Context: an optimization exercise on an open-source flow, tuned for small area and few clock cycles per item. The choices shown serve that exercise and are no tape-out recipe.
RTL that was checked went through simulation tests only; none was proved equivalent to the original.
Power and IR drop assume default switching activity.

==> inputs of job 727 <==
## ifu_top
module ifu_top (
    input  wire                 clk,
    input  wire                 rst_n,
    output wire ifu_pkg::addr_t araddr,
    output wire                 arvalid,
    input  wire                 arready,
    input  wire                 rvalid,
    input  wire ifu_pkg::word_t rdata,
    input  wire ifu_pkg::resp_t rresp,
    input  wire                 jump_flag,
    input  wire ifu_pkg::addr_t jump_addr,
    output wire                 inst_valid,
    input  wire                 inst_ready,
    output wire ifu_pkg::inst_t inst,
    output wire                 compressed,
    output wire ifu_pkg::resp_t rresp_out,
    output wire ifu_pkg::addr_t tval,
    output wire ifu_pkg::addr_t pc
);
    logic [63:1] pc_q;           
    logic [63:0] mem_d [2];      
    logic [1:0]  mem_r [2];
    logic        rd_ptr;
    logic        wr_ptr;
    logic [1:0]  count;          
    logic [1:0]  nout;           
    logic [2:0]  drop;           
    logic [15:0] left_half;      
    logic [1:0]  left_resp;
    logic        left_valid;
    logic        keep_beat;
    logic        accept;
    logic        hs;
    logic        pop;
    logic        wr;
    logic        rd;
    logic [63:1] base;
    logic [63:5] base_up;
    assign base    = jump_flag ? jump_addr[63:1] : pc_q;
    assign base_up = base[63:5] + 59'd1;
    logic [1:0]  slot;
    assign slot = pc_q[2:1];
    logic        at_left;
    logic [2:0]  k;
    logic [2:0]  ksum;
    logic        can_req;
    assign at_left   = (slot == 2'd3) & left_valid;
    assign keep_beat = rvalid & (drop == 3'd0);
    assign can_req   = ({1'b0, drop} + 4'(nout)) <= 4'd6;
    assign arvalid   = can_req & (jump_flag | ((nout + count - 2'(rd)) < 2'd2));
    assign k         = jump_flag ? 3'd0 : 3'(count) + 3'(nout) + 3'(at_left);
    assign ksum      = {1'b0, base[4:3]} + k;
    assign araddr    = {ksum[2] ? base_up : base[63:5], ksum[1:0], 3'b000};
    assign accept    = arvalid & arready;
    logic        have_h;
    logic [63:0] h_data;
    logic [1:0]  h_resp;
  ...
==> module ifu_top, before the edit <==
module ifu_top (
    input  wire                 clk,
    input  wire                 rst_n,
    output wire ifu_pkg::addr_t araddr,
    output wire                 arvalid,
    input  wire                 arready,
    input  wire                 rvalid,
    input  wire ifu_pkg::word_t rdata,
    input  wire ifu_pkg::resp_t rresp,
    input  wire                 jump_flag,
    input  wire ifu_pkg::addr_t jump_addr,
    output wire                 inst_valid,
    input  wire                 inst_ready,
    output wire ifu_pkg::inst_t inst,
    output wire                 compressed,
    output wire ifu_pkg::resp_t rresp_out,
    output wire ifu_pkg::addr_t tval,
    output wire ifu_pkg::addr_t pc
);
    logic [63:1] pc_q;           
    logic [63:0] mem_d [2];      
    logic [1:0]  mem_r [2];
    logic        rd_ptr;
    logic        wr_ptr;
    logic [1:0]  count;          
    logic [1:0]  nout;           
    logic [2:0]  drop;           
    logic [15:0] left_half;      
    logic [1:0]  left_resp;
    logic        left_valid;
    logic        keep_beat;
    logic        accept;
    logic        hs;
    logic        pop;
    logic        wr;
    logic        rd;
    logic [63:1] base;
    logic [63:5] base_up;
    assign base    = jump_flag ? jump_addr[63:1] : pc_q;
    assign base_up = base[63:5] + 59'd1;
    logic [1:0]  slot;
    assign slot = pc_q[2:1];
    logic        at_left;
    logic [2:0]  k;
    logic [2:0]  ksum;
    logic        can_req;
    assign at_left   = (slot == 2'd3) & left_valid;
    assign keep_beat = rvalid & (drop == 3'd0);
    assign can_req   = ({1'b0, drop} + 4'(nout)) <= 4'd6;
    assign arvalid   = can_req & (jump_flag | ((nout + count - 2'(rd)) < 2'd2));
    assign k         = jump_flag ? 3'd0 : 3'(count) + 3'(nout) + 3'(at_left);
    assign ksum      = {1'b0, base[4:3]} + k;
    assign araddr    = {ksum[2] ? base_up : base[63:5], ksum[1:0], 3'b000};
    assign accept    = arvalid & arready;
    logic        have_h;
    logic [63:0] h_data;
    logic [1:0]  h_resp;
    assign have_h = (count != 2'd0) | keep_beat;
    assign h_data = (count != 2'd0) ? mem_d[rd_ptr] : rdata;
    assign h_resp = (count != 2'd0) ? mem_r[rd_ptr] : rresp;
    logic [15:0] h0, h1;
    logic        is_comp;
    logic        fire;
    always_comb begin
        case (slot)
            2'd0: begin h0 = h_data[15:0];  h1 = h_data[31:16]; end
            2'd1: begin h0 = h_data[31:16]; h1 = h_data[47:32]; end
            2'd2: begin h0 = h_data[47:32]; h1 = h_data[63:48]; end
            default: begin
                h0 = left_valid ? left_half : h_data[63:48];
                h1 = h_data[15:0];
            end
        endcase
    end
    assign is_comp = (h0[1:0] != 2'b11);
    logic        left_ok;
    logic        left_32;
    logic        tval_up;
    assign left_ok = (left_resp == 2'b00);
    assign left_32 = (left_half[1:0] == 2'b11);
    assign tval_up = at_left & left_32 & left_ok;
    always_comb begin
        if (slot != 2'd3)     fire = have_h;
        else if (left_valid)  fire = ~left_32 | have_h;
        else                  fire = have_h & is_comp;
    end
    assign hs = fire & inst_ready & ~jump_flag;
    always_comb begin
        pop = 1'b0;
        if (!jump_flag) begin
            case (slot)
                2'd1:    pop = hs & ~is_comp;
                2'd2:    pop = hs;
                2'd3:    pop = ~left_valid & have_h;
                default: pop = 1'b0;
            endcase
        end
    end
    assign inst_valid = fire;
    assign inst       = {is_comp ? 16'h0 : h1, h0};
    assign compressed = is_comp;
    assign rresp_out  = (at_left & ~(left_32 & left_ok)) ? left_resp : h_resp;
    assign pc         = {pc_q, 1'b0};
    assign tval       = {(tval_up & (slot == 2'd3) & (pc_q[4:3] == 2'b11)) ? base_up : base[63:5],
                         tval_up ? pc_q[4:3] + 2'd1 : pc_q[4:3],
                         tval_up ? 2'b00 : slot, 1'b0};
    assign rd = pop & (count != 2'd0);
    assign wr = keep_beat & ~jump_flag & ~(pop & (count == 2'd0));
    logic        to_next;
    logic [1:0]  slot_next;
    logic [63:1] pc_next;
    assign to_next   = (slot == 2'd3) | ((slot == 2'd2) & ~is_comp);
    assign slot_next = slot + (is_comp ? 2'd1 : 2'd2);
    assign pc_next   = {(hs & to_next & (base[4:3] == 2'b11)) ? base_up : base[63:5],
                        (hs & to_next) ? base[4:3] + 2'd1 : base[4:3],
                        hs ? slot_next : base[2:1]};
    always_ff @(posedge clk) begin
        if (wr) begin
            mem_d[wr_ptr] <= rdata;
            mem_r[wr_ptr] <= rresp;
        end
        if (pop) begin
            left_half <= h_data[63:48];
            left_resp <= h_resp;
        end
    end
    always_ff @(posedge clk or negedge rst_n) begin
        if (!rst_n) begin
            pc_q       <= '0;
            rd_ptr     <= 1'b0;
            wr_ptr     <= 1'b0;
            count      <= 2'd0;
            nout       <= 2'd0;
            drop       <= 3'd0;
            left_valid <= 1'b0;
        end else begin
            pc_q <= pc_next;
            if (jump_flag) begin
                rd_ptr     <= 1'b0;
                wr_ptr     <= 1'b0;
                count      <= 2'd0;
                nout       <= 2'(accept);
                drop       <= drop + 3'(nout) - 3'(rvalid);
                left_valid <= 1'b0;
            end else begin
                if (wr) wr_ptr <= ~wr_ptr;
                if (rd) rd_ptr <= ~rd_ptr;
                count <= count + 2'(wr) - 2'(rd);
                nout  <= nout + 2'(accept) - 2'(keep_beat);
                if (rvalid && drop != 3'd0) drop <= drop - 3'd1;
                if (pop) left_valid <= 1'b1;
            end
        end
    end
endmodule
==> flow/config.mk <==
export PLATFORM = sky130hd
export DESIGN_NAME = ifu_top
export DESIGN_NICKNAME = ifu_top
export VERILOG_FILES = /design/flow/design.v
export SDC_FILE = /design/flow/constraint.sdc
export NUM_CORES = 4
export LEC_CHECK = 0
export CAP_MARGIN = 20
export CORE_MARGIN = 2
export CORE_UTILIZATION = 40
export SLEW_MARGIN = 20
==> flow/constraint.sdc <==
create_clock -name core_clock -period 5.0 [get_ports {clk}]
set_input_delay 1.0000 -clock core_clock [delete_from_list [all_inputs] [get_ports {clk}]]
set_output_delay 1.0000 -clock core_clock [all_outputs]
set_load 0.01 [all_outputs]
standard.sh (not shown) runs the stock make flow with config.mk's settings and CLKGATE_MAP_FILE= SYNTH_SCRIPT=/design/flow/synth_recipe.tcl, a recipe that flattens the netlist after the stock synthesis.
==> flow/flow/run.sh <==
#!/bin/bash
# Standard ORFS layout, with the ports buffered by the smallest buffer
# instead of the delay cell buffer_ports picks by default, and a clock tree
# with fewer, larger sink clusters and no dummy loads.
set -euo pipefail
bash standard.sh \
  "BUFFER_PORTS_ARGS=-buffer_cell sky130_fd_sc_hd__buf_1" \
  "CTS_ARGS=-sink_clustering_enable -repair_clock_nets -sink_clustering_size 25 -sink_clustering_max_diameter 80 -buf_list sky130_fd_sc_hd__clkbuf_16 -dont_use_dummy_load" \
  finish > standard_flow.log 2>&1
==> inputs of job 5679, as changes to job 727 <==
--- a/flow/design.v
+++ b/flow/design.v
@@ -15,2 +15,3 @@
     localparam int MAX_INFLIGHT = 4;
+    localparam int VDEPTH = 2;
     localparam addr_t WORD_BYTES = 64'd8;
@@ -41,10 +42,10 @@
     logic [63:1] pc_q;           
-    logic [63:0] mem_d [2];      
-    logic [1:0]  mem_r [2];
-    logic        rd_ptr;
-    logic        wr_ptr;
-    logic [1:0]  count;          
+    logic [63:0] mem_d;          
+    logic [1:0]  mem_r;
+    logic        count;          
+    logic        stale_req;      
+    logic [1:0]  kadj;           
     logic [1:0]  nout;           
     logic [2:0]  drop;           
-    logic [15:0] left_half;      
+    logic [31:0] left_half;      
     logic [1:0]  left_resp;
@@ -67,7 +68,7 @@
     logic        can_req;
-    assign at_left   = (slot == 2'd3) & left_valid;
+    assign at_left   = slot[1] & left_valid;
     assign keep_beat = rvalid & (drop == 3'd0);
     assign can_req   = ({1'b0, drop} + 4'(nout)) <= 4'd6;
-    assign arvalid   = can_req & (jump_flag | ((nout + count - 2'(rd)) < 2'd2));
-    assign k         = jump_flag ? 3'd0 : 3'(count) + 3'(nout) + 3'(at_left);
+    assign arvalid   = can_req & (jump_flag | stale_req | ((nout + 2'(count) - 2'(rd)) < 2'(ifu_pkg::VDEPTH)));
+    assign k         = jump_flag ? 3'd0 : 3'(count) + 3'(nout) + 3'(at_left) + 3'(kadj);
     assign ksum      = {1'b0, base[4:3]} + k;
@@ -78,5 +79,5 @@
     logic [1:0]  h_resp;
-    assign have_h = (count != 2'd0) | keep_beat;
-    assign h_data = (count != 2'd0) ? mem_d[rd_ptr] : rdata;
-    assign h_resp = (count != 2'd0) ? mem_r[rd_ptr] : rresp;
+    assign have_h = count | keep_beat;
+    assign h_data = count ? mem_d : rdata;
+    assign h_resp = count ? mem_r : rresp;
     logic [15:0] h0, h1;
@@ -88,5 +89,8 @@
             2'd1: begin h0 = h_data[31:16]; h1 = h_data[47:32]; end
-            2'd2: begin h0 = h_data[47:32]; h1 = h_data[63:48]; end
+            2'd2: begin
+                h0 = left_valid ? left_half[15:0]  : h_data[47:32];
+                h1 = left_valid ? left_half[31:16] : h_data[63:48];
+            end
             default: begin
-                h0 = left_valid ? left_half : h_data[63:48];
+                h0 = left_valid ? left_half[31:16] : h_data[63:48];
                 h1 = h_data[15:0];
@@ -100,8 +104,10 @@
     assign left_ok = (left_resp == 2'b00);
-    assign left_32 = (left_half[1:0] == 2'b11);
-    assign tval_up = at_left & left_32 & left_ok;
+    assign left_32 = (left_half[17:16] == 2'b11);
+    assign tval_up = (slot == 2'd3) & left_valid & left_32 & left_ok;
     always_comb begin
-        if (slot != 2'd3)     fire = have_h;
-        else if (left_valid)  fire = ~left_32 | have_h;
-        else                  fire = have_h & is_comp;
+        case (slot)
+            2'd2:    fire = left_valid | have_h;
+            2'd3:    fire = left_valid ? (~left_32 | have_h) : (have_h & is_comp);
+            default: fire = have_h;
+        endcase
     end
@@ -112,6 +118,5 @@
             case (slot)
-                2'd1:    pop = hs & ~is_comp;
-                2'd2:    pop = hs;
-                2'd3:    pop = ~left_valid & have_h;
-                default: pop = 1'b0;
+                2'd0:    pop = hs & ~is_comp;
+                2'd1:    pop = hs;
+                default: pop = ~left_valid & have_h;
             endcase
@@ -122,3 +127,3 @@
     assign compressed = is_comp;
-    assign rresp_out  = (at_left & ~(left_32 & left_ok)) ? left_resp : h_resp;
+    assign rresp_out  = (at_left & ~((slot == 2'd3) & left_32 & left_ok)) ? left_resp : h_resp;
     assign pc         = {pc_q, 1'b0};
@@ -127,4 +132,6 @@
                          tval_up ? 2'b00 : slot, 1'b0};
-    assign rd = pop & (count != 2'd0);
-    assign wr = keep_beat & ~jump_flag & ~(pop & (count == 2'd0));
+    assign rd = pop & count;
+    logic ovf;
+    assign ovf = keep_beat & ~jump_flag & count & ~rd;
+    assign wr  = keep_beat & ~jump_flag & ~(pop & ~count) & ~ovf;
     logic        to_next;
@@ -139,7 +146,7 @@
         if (wr) begin
-            mem_d[wr_ptr] <= rdata;
-            mem_r[wr_ptr] <= rresp;
+            mem_d <= rdata;
+            mem_r <= rresp;
         end
         if (pop) begin
-            left_half <= h_data[63:48];
+            left_half <= h_data[63:32];
             left_resp <= h_resp;
@@ -150,5 +157,5 @@
             pc_q       <= '0;
-            rd_ptr     <= 1'b0;
-            wr_ptr     <= 1'b0;
-            count      <= 2'd0;
+            count      <= 1'b0;
+            stale_req  <= 1'b0;
+            kadj       <= 2'd0;
             nout       <= 2'd0;
@@ -159,5 +166,5 @@
             if (jump_flag) begin
-                rd_ptr     <= 1'b0;
-                wr_ptr     <= 1'b0;
-                count      <= 2'd0;
+                count      <= 1'b0;
+                stale_req  <= 1'b0;
+                kadj       <= 2'd0;
                 nout       <= 2'(accept);
@@ -166,7 +173,21 @@
             end else begin
-                if (wr) wr_ptr <= ~wr_ptr;
-                if (rd) rd_ptr <= ~rd_ptr;
-                count <= count + 2'(wr) - 2'(rd);
-                nout  <= nout + 2'(accept) - 2'(keep_beat);
-                if (rvalid && drop != 3'd0) drop <= drop - 3'd1;
+                count <= (count & ~rd) | wr;
+                if (ovf) begin
+                    nout <= 2'd0;
+                    drop <= drop + 3'(nout) - 3'd1 + 3'(accept);
+                    if (arvalid && !arready) begin
+                        stale_req <= 1'b1;
+                        kadj      <= nout;
+                    end
+                end else if (stale_req) begin
+                    nout <= nout - 2'(keep_beat);
+                    if (accept) begin
+                        stale_req <= 1'b0;
+                        kadj      <= 2'd0;
+                    end
+                    drop <= drop + 3'(accept) - 3'(rvalid && drop != 3'd0);
+                end else begin
+                    nout  <= nout + 2'(accept) - 2'(keep_beat);
+                    if (rvalid && drop != 3'd0) drop <= drop - 3'd1;
+                end
                 if (pop) left_valid <= 1'b1;
--- a/flow/flow/run.sh
+++ b/flow/flow/run.sh
@@ -7,3 +7,3 @@
   "BUFFER_PORTS_ARGS=-buffer_cell sky130_fd_sc_hd__buf_1" \
-  "CTS_ARGS=-sink_clustering_enable -repair_clock_nets -sink_clustering_size 25 -sink_clustering_max_diameter 80 -buf_list sky130_fd_sc_hd__clkbuf_16 -dont_use_dummy_load" \
+  "CTS_ARGS=-sink_clustering_enable -repair_clock_nets -sink_clustering_size 15 -sink_clustering_max_diameter 60 -buf_list sky130_fd_sc_hd__clkbuf_8 -dont_use_dummy_load" \
   finish > standard_flow.log 2>&1
- ABC_AREA: unset -> 1
- GPL_TIMING_DRIVEN: unset -> 0
==> notes <==
Between job 5679 and job 727, the lower non-clock buffer count is in job 727 (gap 59).
Job 727 finished with timing, DRC and antenna clean. Job 5679 went through all stages and came out clean.
Of job 5679 and job 727, job 5679 has the higher via count (gap 12%, measured against job 727).
Of job 5679 and job 727, job 727 has the higher sequential power (gap 17%, measured against job 727).
In job 5679 the synthesized area is lower than in job 727, by 12%.
Between job 727 and job 5679, the lower first-iteration DRC count is in job 727 (gap about 28%, measured against job 5679).
Against job 727, the final area of job 5679 is smaller by about 10%.
Of job 727 and job 5679, job 5679 has the higher total power (gap 11%, measured against job 5679).
Against job 727, the utilization of job 5679 is higher by 1.2 points.
In job 5679 the cell count is higher than in job 727, by about 10%.
Testbench counts of job 5679, summed over its fixed seeds: cycles 57,193, items 40,294.
For job 727, only the layout was checked, not whether the RTL still works.

re-timing with driven ports:
In the flow no input, the clock included, has a driving cell. The finished layouts below were timed again as built, in two steps.
Step 1 sets driving cells, clkbuf_16 on the clock port and buf_2 on the other inputs (assumed; they add their load-dependent delay and slew).
Step 2 also shifts input and output timing later by t, the mid clock arrival at the registers, as if the neighbouring blocks saw the same clock.
a / b / c = ideal / step 1 / step 2; a / b = the first two.
run	t, ns	setup slack, ns	clock arrival spread, ns	slew at the worst register clock pin (ns)	pins driven straight from the clock port
job 727	0.525	0.185 / 0.138 / 0.176	0.074 / 0.074	0.10 / 0.10	1
job 5679	0.532	0.099 / 0.071 / -0.165	0.049 / 0.049	0.12 / 0.12	1
With both steps, setup timing fails in job 5679, where it was met with ideal ports. The setup slack of job 5679, which loses most, moves by -0.028 ns with the drivers and by -0.264 ns with both steps.
